Context: an optimization exercise on an open-source flow, tuned for small area and a short achievable clock period. The choices shown serve that exercise and are no tape-out recipe. In this exercise RTL edits were held to simulation tests only and were not proved equivalent to the original. No activity file was given, so power comes from the tool's default toggle rates.

==> flow/design.v (excerpt) <==
module ama_riscv_icache_resp #(
    parameter int unsigned SETS       = 16,
    parameter int unsigned LINE_WORDS = 4
) (
    input  logic                       clk,
    input  logic                       rst,
    input  logic                       imem_req_valid_i,
    output logic                       imem_req_ready_o,
    input  logic [31:0]                imem_req_data_i,
    output logic                       imem_rsp_valid_o,
    input  logic                       imem_rsp_ready_i,
    output logic [31:0]                imem_rsp_data_o,
    output logic                       mem_req_valid_o,
    input  logic                       mem_req_ready_i,
    output logic [31:0]                mem_req_data_o,
    input  logic                       mem_rsp_valid_i,
    output logic                       mem_rsp_ready_o,
    input  logic [32*LINE_WORDS-1:0]   mem_rsp_data_i,
    input  logic                       inv_all_i,
    output logic [31:0]                hit_cnt_o,
    output logic [31:0]                miss_cnt_o
);
Size: ~5300 cells after synthesis, ~2600 flip-flops, ~300 I/O pins, roughly 96000 um2 of cells after synthesis.
Settings: LEC_CHECK=0, CAP_MARGIN=20, CORE_MARGIN=2, CORE_UTILIZATION=72, CTS_BUF_LIST=sky130_fd_sc_hd__clkbuf_8 sky130_fd_sc_hd__clkbuf_16, CTS_CLUSTER_DIAMETER=60, CTS_CLUSTER_SIZE=30, PLACE_DENSITY=0.78, SETUP_SLACK_MARGIN=2.2, SLEW_MARGIN=20, TNS_END_PERCENT=100; clock period 4.0 ns.
run.sh (not shown) runs the stock make flow with config.mk's settings and CLKGATE_MAP_FILE= SYNTH_SCRIPT=/design/flow/synth_recipe.tcl, a recipe that flattens the netlist after the stock synthesis.
The baseline never finished: it broke off in 4_1_cts on DPL-0038.
Then changed:
CORE_UTILIZATION = 60   (was 72)
CTS_CLUSTER_DIAMETER = 80   (was 60)
CTS_CLUSTER_SIZE = 24   (was 30)
PLACE_DENSITY = unset   (was 0.78)
SETUP_SLACK_MARGIN = 1.9   (was 2.2)
TNS_END_PERCENT = 5   (was 100)
Now the flow finished clean.
Synthesized cell count does not change.
Synthesized area is unchanged.
Then changed:
CORE_UTILIZATION = 40   (was 60)
CTS_BUF_LIST = unset   (was sky130_fd_sc_hd__clkbuf_8 sky130_fd_sc_hd__clkbuf_16)
CTS_CLUSTER_DIAMETER = unset   (was 80)
CTS_CLUSTER_SIZE = unset   (was 24)
SETUP_SLACK_MARGIN = unset   (was 1.9)
TNS_END_PERCENT = unset   (was 5)
The changed run went through all stages and came out clean.
Power climbs by 16%.
Via count went down by 3.0%.
Core utilization came out lower by 26 points.
Clock power rose by 66%.
Final cell count goes up by 11%.
Setup slack degrades by 0.79 ns.
First-iteration DRC count came out lower by 10%.
Sequential share of layout area goes up by 0.64 points.
Then changed:
CORE_UTILIZATION = 60   (was 40)
CTS_BUF_LIST = sky130_fd_sc_hd__clkbuf_8 sky130_fd_sc_hd__clkbuf_16   (was unset)
CTS_CLUSTER_DIAMETER = 80   (was unset)
CTS_CLUSTER_SIZE = 30   (was unset)
Result: Wire length came out lower by a few percent; worst setup slack improved by 0.0073 ns; utilization came out higher by 21 points; cell area came out lower by a few percent.

========
Starting RTL as in the previous note.
==> flow/config.mk <==
export PLATFORM = sky130hd
export DESIGN_NAME = ama_riscv_icache_resp
export DESIGN_NICKNAME = ama_riscv_icache_resp
export VERILOG_FILES = /design/flow/design.v
export SDC_FILE = /design/flow/constraint.sdc
export NUM_CORES = 4
export LEC_CHECK = 0
export CAP_MARGIN = 20
export CORE_MARGIN = 2
export CORE_UTILIZATION = 60
export CTS_BUF_LIST = sky130_fd_sc_hd__clkbuf_8 sky130_fd_sc_hd__clkbuf_16
export CTS_CLUSTER_DIAMETER = 100
export CTS_CLUSTER_SIZE = 30
export SETUP_SLACK_MARGIN = 2.2
export SLEW_MARGIN = 20
export TNS_END_PERCENT = 5
==> flow/constraint.sdc <==
create_clock -name core_clock -period 4.0 [get_ports {clk}]
set_input_delay 0.8000 -clock core_clock [delete_from_list [all_inputs] [get_ports {clk}]]
set_output_delay 0.8000 -clock core_clock [all_outputs]
set_load 0.01 [all_outputs]
standard.sh (not shown) runs the stock make flow with config.mk's settings and CLKGATE_MAP_FILE= SYNTH_SCRIPT=/design/flow/synth_recipe.tcl, a recipe that flattens the netlist after the stock synthesis.
==> flow/flow/run.sh <==
#!/bin/bash
# The standard layout (the standard.sh, unchanged synthesis and steps), except that
# the port buffers that global placement inserts are plain buffers (buf_2) rather than
# the cell buffer_ports picks by default (a slow delay buffer).
set -euo pipefail
export BUFFER_PORTS_ARGS="-buffer_cell sky130_fd_sc_hd__buf_2"
bash standard.sh finish > standard_flow.log 2>&1
The starting point produced a clean layout.
Then changed:
- CORE_UTILIZATION: 60 -> 66
- CTS_CLUSTER_DIAMETER: 100 -> 80
- CTS_CLUSTER_SIZE: 30 -> 24
- SETUP_SLACK_MARGIN: 2.2 -> 2.5
The new run finished clean. Synthesized cell count is unchanged. Non-clock buffer count is higher by 82. Clock-buffer cell count is higher by 27. Sequential power stays flat. Maximum frequency rose by 2.2%. Hold slack gets better by 37 ps. Cell count is about the same. Clock power rises by about 10%. Sequential share of layout area falls by 1.1 points. Setup slack improved by 60 ps. Cell area went up by about 1.7%.
Then changed:
==> flow/run.sh (new file) <==
#!/bin/bash
# synth_recipe.tcl (not shown) runs the flow's synth.tcl, then flattens the netlist and writes it again
# the make line also repeats each setting of config.mk as NAME=value (left out here)
make -C /OpenROAD-flow-scripts/flow DESIGN_CONFIG=/design/flow/config.mk WORK_HOME=/design/flow/orfs CLKGATE_MAP_FILE= SYNTH_SCRIPT=/design/flow/synth_recipe.tcl finish
- CORE_UTILIZATION: 66 -> 60
removed: flow/flow/run.sh
removed: flow/standard.sh
=> Wire length goes up by a few percent. Clock skew falls by 7.9 ps. Final area grows by a few percent. Synthesized area stays the same.
Then changed:
==> flow/flow/run.sh (new file) <==
#!/bin/bash
# The standard layout (the standard.sh, unchanged synthesis and steps), except that
# the port buffers that global placement inserts are plain buffers (buf_2) rather than
# the cell buffer_ports picks by default (a slow delay buffer).
set -euo pipefail
export BUFFER_PORTS_ARGS="-buffer_cell sky130_fd_sc_hd__buf_2"
bash standard.sh finish > standard_flow.log 2>&1
==> flow/standard.sh (new file) <==
#!/bin/bash
# synth_recipe.tcl (not shown) runs the flow's synth.tcl, then flattens the netlist and writes it again
# the make line also repeats each setting of config.mk as NAME=value (left out here)
make -C /OpenROAD-flow-scripts/flow DESIGN_CONFIG=/design/flow/config.mk WORK_HOME=/design/flow/orfs CLKGATE_MAP_FILE= SYNTH_SCRIPT=/design/flow/synth_recipe.tcl "${@:-finish}"
- CTS_CLUSTER_DIAMETER: 80 -> 100
- CTS_CLUSTER_SIZE: 24 -> 30
- SETUP_SLACK_MARGIN: 2.5 -> 1.6
removed: flow/run.sh
What happened: Hold slack degrades by 240 ps. Global-route usage goes down by 1.5 points. Maximum frequency went down slightly. Sequential share of layout area came out higher by 5.5 points.
Then changed:
==> flow/run.sh (new file) <==
#!/bin/bash
# synth_recipe.tcl (not shown) runs the flow's synth.tcl, then flattens the netlist and writes it again
# the make line also repeats each setting of config.mk as NAME=value (left out here)
make -C /OpenROAD-flow-scripts/flow DESIGN_CONFIG=/design/flow/config.mk WORK_HOME=/design/flow/orfs CLKGATE_MAP_FILE= SYNTH_SCRIPT=/design/flow/synth_recipe.tcl finish
- CTS_CLUSTER_DIAMETER: 100 -> 80
- CTS_CLUSTER_SIZE: 30 -> 24
- SETUP_SLACK_MARGIN: 1.6 -> 1.4
- TNS_END_PERCENT: 5 -> 100
removed: flow/flow/run.sh
removed: flow/standard.sh
Utilization rises by 4.3 points.
Worst hold slack improves by 280 ps.
Design area rises by 6.3%.
Power increases by 7.9%.
Worst setup slack is worse by 200 ps.
Routed wire length goes up by 2.0%.
Area after synthesis does not change.
Critical path depth rises by 3.
Clock power rose by 24%.
Flip-flop and latch count is unchanged.
Synthesized cell count is unchanged.

========
== PW ==
The RTL this note starts from:
==> flow/design.v <==
module ama_riscv_icache_resp #(
    parameter int unsigned SETS       = 16,
    parameter int unsigned LINE_WORDS = 4
) (
    input  logic                       clk,
    input  logic                       rst,
    input  logic                       imem_req_valid_i,
    output logic                       imem_req_ready_o,
    input  logic [31:0]                imem_req_data_i,
    output logic                       imem_rsp_valid_o,
    input  logic                       imem_rsp_ready_i,
    output logic [31:0]                imem_rsp_data_o,
    output logic                       mem_req_valid_o,
    input  logic                       mem_req_ready_i,
    output logic [31:0]                mem_req_data_o,
    input  logic                       mem_rsp_valid_i,
    output logic                       mem_rsp_ready_o,
    input  logic [32*LINE_WORDS-1:0]   mem_rsp_data_i,
    input  logic                       inv_all_i,
    output logic [31:0]                hit_cnt_o,
    output logic [31:0]                miss_cnt_o
);
    localparam int unsigned OFF_W  = $clog2(LINE_WORDS);
    localparam int unsigned IDX_W  = $clog2(SETS);
    localparam int unsigned TAG_W  = 32 - 2 - OFF_W - IDX_W;
    localparam int unsigned LINE_W = 32 * LINE_WORDS;
    logic               mreq_valid_q, mrsp_ready_q, refill_q, inv_pend_q;
    logic               rsp_valid_q;
    logic               acc_st_q;       
    logic               acc_free_q;     
    logic [SETS-1:0]    valid_q;
    logic [31:0]        hit_cnt_q, miss_cnt_q;
    logic [TAG_W-1:0]   addr_tag_q;
    logic [IDX_W-1:0]   addr_idx_q;
    logic [OFF_W-1:0]   addr_off_q;
    logic [31:0]        rsp_data_q;
    logic [TAG_W-1:0]   tag_q  [SETS];
    logic [LINE_W-1:0]  data_q [SETS];
    logic [TAG_W-1:0]   req_tag;
    logic [IDX_W-1:0]   req_idx;
    logic [OFF_W-1:0]   req_off;
    logic               unused_byte_off;
    assign req_tag         = imem_req_data_i[31 -: TAG_W];
    assign req_idx         = imem_req_data_i[2+OFF_W +: IDX_W];
    assign req_off         = imem_req_data_i[2 +: OFF_W];
    assign unused_byte_off = ^imem_req_data_i[1:0];
    logic req_ready, req_acc, lookup_hit, acc_hit, acc_miss;
    logic mreq_fire, mrsp_fire, rsp_hold;
    assign req_ready  = acc_free_q | (acc_st_q & imem_rsp_ready_i);
    assign req_acc    = imem_req_valid_i & req_ready;
    assign acc_hit    = req_acc & lookup_hit;
    assign acc_miss   = req_acc & ~lookup_hit;
    assign mreq_fire  = mreq_valid_q & mem_req_ready_i;
    assign mrsp_fire  = mrsp_ready_q & mem_rsp_valid_i;
    assign rsp_hold   = rsp_valid_q & ~imem_rsp_ready_i;
    logic [SETS-1:0]       idx_oh;
    logic [LINE_WORDS-1:0] off_oh;
    logic [31:0]           lookup_word, refill_word;
    always_comb begin
        for (int i = 0; i < int'(SETS); i++)
            idx_oh[i] = (req_idx == IDX_W'(i));
        for (int w = 0; w < int'(LINE_WORDS); w++)
            off_oh[w] = (req_off == OFF_W'(w));
        lookup_word = '0;
        for (int i = 0; i < int'(SETS); i++)
            for (int w = 0; w < int'(LINE_WORDS); w++)
                lookup_word = lookup_word |
                    ({32{idx_oh[i] & off_oh[w]}} & data_q[i][w*32 +: 32]);
        refill_word = mem_rsp_data_i[addr_off_q*32 +: 32];
    end
    logic [SETS-1:0] set_eq;
    always_comb begin
        for (int i = 0; i < int'(SETS); i++)
            set_eq[i] = valid_q[i] && (tag_q[i] == req_tag);
        lookup_hit = |(set_eq & idx_oh);
    end
    logic mreq_valid_d, mrsp_ready_d, refill_d, rsp_valid_d, acc_st_d;
    logic inv_clear;
    assign mreq_valid_d = acc_miss | (mreq_valid_q & ~mem_req_ready_i);
    assign mrsp_ready_d = mreq_fire | (mrsp_ready_q & ~mem_rsp_valid_i);
    assign refill_d     = mrsp_fire;
    assign rsp_valid_d  = acc_hit | mrsp_fire | (rsp_hold & ~acc_miss);
    assign acc_st_d     = ~(mreq_valid_d | mrsp_ready_d);
    assign inv_clear    = acc_st_q & (inv_all_i | (refill_q & inv_pend_q));
    always_ff @(posedge clk or posedge rst) begin
        if (rst) begin
            mreq_valid_q <= 1'b0;
            mrsp_ready_q <= 1'b0;
            refill_q     <= 1'b0;
            inv_pend_q   <= 1'b0;
            rsp_valid_q  <= 1'b0;
            acc_st_q     <= 1'b1;
            acc_free_q   <= 1'b1;
            valid_q      <= '0;
            hit_cnt_q    <= '0;
            miss_cnt_q   <= '0;
        end else begin
            mreq_valid_q <= mreq_valid_d;
            mrsp_ready_q <= mrsp_ready_d;
            refill_q     <= refill_d;
            inv_pend_q   <= ~refill_q & (inv_pend_q | (~acc_st_q & inv_all_i));
            rsp_valid_q  <= rsp_valid_d;
            acc_st_q     <= acc_st_d;
            acc_free_q   <= acc_st_d & ~rsp_valid_d;
            for (int i = 0; i < int'(SETS); i++) begin
                if (inv_clear)
                    valid_q[i] <= 1'b0;
                else if (mrsp_fire && addr_idx_q == IDX_W'(i))
                    valid_q[i] <= 1'b1;
            end
            if (acc_hit)
                hit_cnt_q <= hit_cnt_q + 32'd1;
            if (acc_miss)
                miss_cnt_q <= miss_cnt_q + 32'd1;
        end
    end
    always_ff @(posedge clk) begin
        if (acc_st_q) begin
            addr_tag_q <= req_tag;
            addr_idx_q <= req_idx;
            addr_off_q <= req_off;
        end
    end
    always_ff @(posedge clk) begin
        if (!rsp_hold)
            rsp_data_q <= mrsp_ready_q ? refill_word : lookup_word;
    end
    always_ff @(posedge clk) begin
        for (int i = 0; i < int'(SETS); i++) begin
            if (mrsp_ready_q && addr_idx_q == IDX_W'(i)) begin
                tag_q[i]  <= addr_tag_q;
                data_q[i] <= mem_rsp_data_i;
            end
        end
    end
    assign imem_req_ready_o = req_ready;
    assign imem_rsp_valid_o = rsp_valid_q;
    assign imem_rsp_data_o  = rsp_data_q;
    assign mem_req_valid_o  = mreq_valid_q;
    assign mem_req_data_o   = {addr_tag_q, addr_idx_q, (OFF_W+2)'(0)};
    assign mem_rsp_ready_o  = mrsp_ready_q;
    assign hit_cnt_o        = hit_cnt_q;
    assign miss_cnt_o       = miss_cnt_q;
endmodule
export LEC_CHECK = 0
export CAP_MARGIN = 20
export CORE_MARGIN = 2
export CORE_UTILIZATION = 60
export CTS_BUF_LIST = sky130_fd_sc_hd__clkbuf_8 sky130_fd_sc_hd__clkbuf_16
export CTS_CLUSTER_DIAMETER = 80
export CTS_CLUSTER_SIZE = 24
export SETUP_SLACK_MARGIN = 1.9
export SLEW_MARGIN = 20
export TNS_END_PERCENT = 5
create_clock -name core_clock -period 4.0 [get_ports {clk}]
==> flow/flow/run.sh <==
#!/bin/bash
# The standard layout (the standard.sh, unchanged synthesis and steps), except that
# the port buffers that global placement inserts are plain buffers (buf_2) rather than
# the cell buffer_ports picks by default (a slow delay buffer).
set -euo pipefail
export BUFFER_PORTS_ARGS="-buffer_cell sky130_fd_sc_hd__buf_2"
bash standard.sh finish > standard_flow.log 2>&1
No stage failed in PW, and the final checks on the layout all came back clean.
> inputs changed (PW -> AL)
# PW
export LEC_CHECK = 0
export CAP_MARGIN = 20
export CORE_MARGIN = 2
export CORE_UTILIZATION = 60
export CTS_BUF_LIST = sky130_fd_sc_hd__clkbuf_8 sky130_fd_sc_hd__clkbuf_16
export CTS_CLUSTER_DIAMETER = 80
export CTS_CLUSTER_SIZE = 24
export SETUP_SLACK_MARGIN = 1.9
export SLEW_MARGIN = 20
export TNS_END_PERCENT = 5
create_clock -name core_clock -period 4.0 [get_ports {clk}]
# AL
export LEC_CHECK = 0
export CAP_MARGIN = 20
export CORE_MARGIN = 2
export CORE_UTILIZATION = 60
export CTS_BUF_LIST = sky130_fd_sc_hd__clkbuf_8 sky130_fd_sc_hd__clkbuf_16
export CTS_CLUSTER_DIAMETER = 100
export CTS_CLUSTER_SIZE = 30
export SETUP_SLACK_MARGIN = 1.9
export SLEW_MARGIN = 20
export TNS_END_PERCENT = 5
create_clock -name core_clock -period 4.0 [get_ports {clk}]
==> comparison <==
- Area added between synthesis and finish: lower on AL
- AL vs PW: power down in AL
- Against PW, total of plain and repair buffers excluding clock buffers in AL fell slightly.
- Compared PW against AL; first-pass GRT wire length within noise.
- In the reports for PW and AL, the larger area fraction of clock buffers and clock inverters belongs to PW.
- Compared with PW, in AL arrival time at the worst endpoint decreased 0.06 ns, simple-gate share of the synthesized area flat.
- Lower post-cts sizing count among PW and AL: PW
- Against PW, wire length in AL fell slightly.

==> port drivers added, routing unchanged <==
Ports are ideal in the flow. The routed layouts listed here were re-timed in OpenROAD.
Step 1: set_driving_cell puts a clkbuf_16 on clk and a buf_2 on each other input, an assumption about the parent block.
Step 2 times the ports against the registers' clock, not the clock port: input delays grow and output delays shrink by t, the midpoint of the rising clock arrivals with the driver on.
Slacks: no drivers / after step 1 / after step 2; pairs: no drivers / after step 1.
run | t, ns | setup slack, ns | hold slack, ns | worst data-port slew with drivers (ns)
the second run of note 1 | 0.893 | 1.245 / 1.273 / 0.396 | 0.270 / 0.240 / 0.431 | 0.24
the third run of note 1 | 0.992 | 0.451 / 0.356 / -0.439 | 0.253 / 0.181 / 0.420 | 0.24
the fourth run of note 1 | 0.871 | 0.458 / 0.522 / -0.350 | 0.409 / 0.344 / 0.430 | 0.20
the first run of note 2 | 0.877 | 1.250 / 1.220 / 0.344 | 0.023 / -0.041 / 0.436 | 0.29
the second run of note 2 | 0.890 | 1.311 / 1.327 / 0.440 | 0.060 / -0.004 / 0.438 | 0.22
the third run of note 2 | 0.893 | 1.293 / 1.321 / 0.438 | 0.268 / 0.233 / 0.430 | 0.21
the fourth run of note 2 | 0.873 | 1.278 / 1.271 / 0.398 | 0.026 / -0.046 / 0.429 | 0.29
the fifth run of note 2 | 0.909 | 1.074 / 1.120 / 0.237 | 0.308 / 0.234 / 0.439 | 0.22
PW | 0.895 | 1.264 / 1.267 / 0.382 | 0.014 / -0.055 / 0.436 | 0.27
AL | 0.872 | 1.285 / 1.253 / 0.381 | 0.025 / -0.039 / 0.428 | 0.30
With both steps, setup timing fails in the third run of note 1 and the fourth run of note 1, where it was met with ideal ports. For the first run of note 2, which loses most, drivers alone change the setup slack by -0.030 ns; drivers and shift together by -0.906 ns.
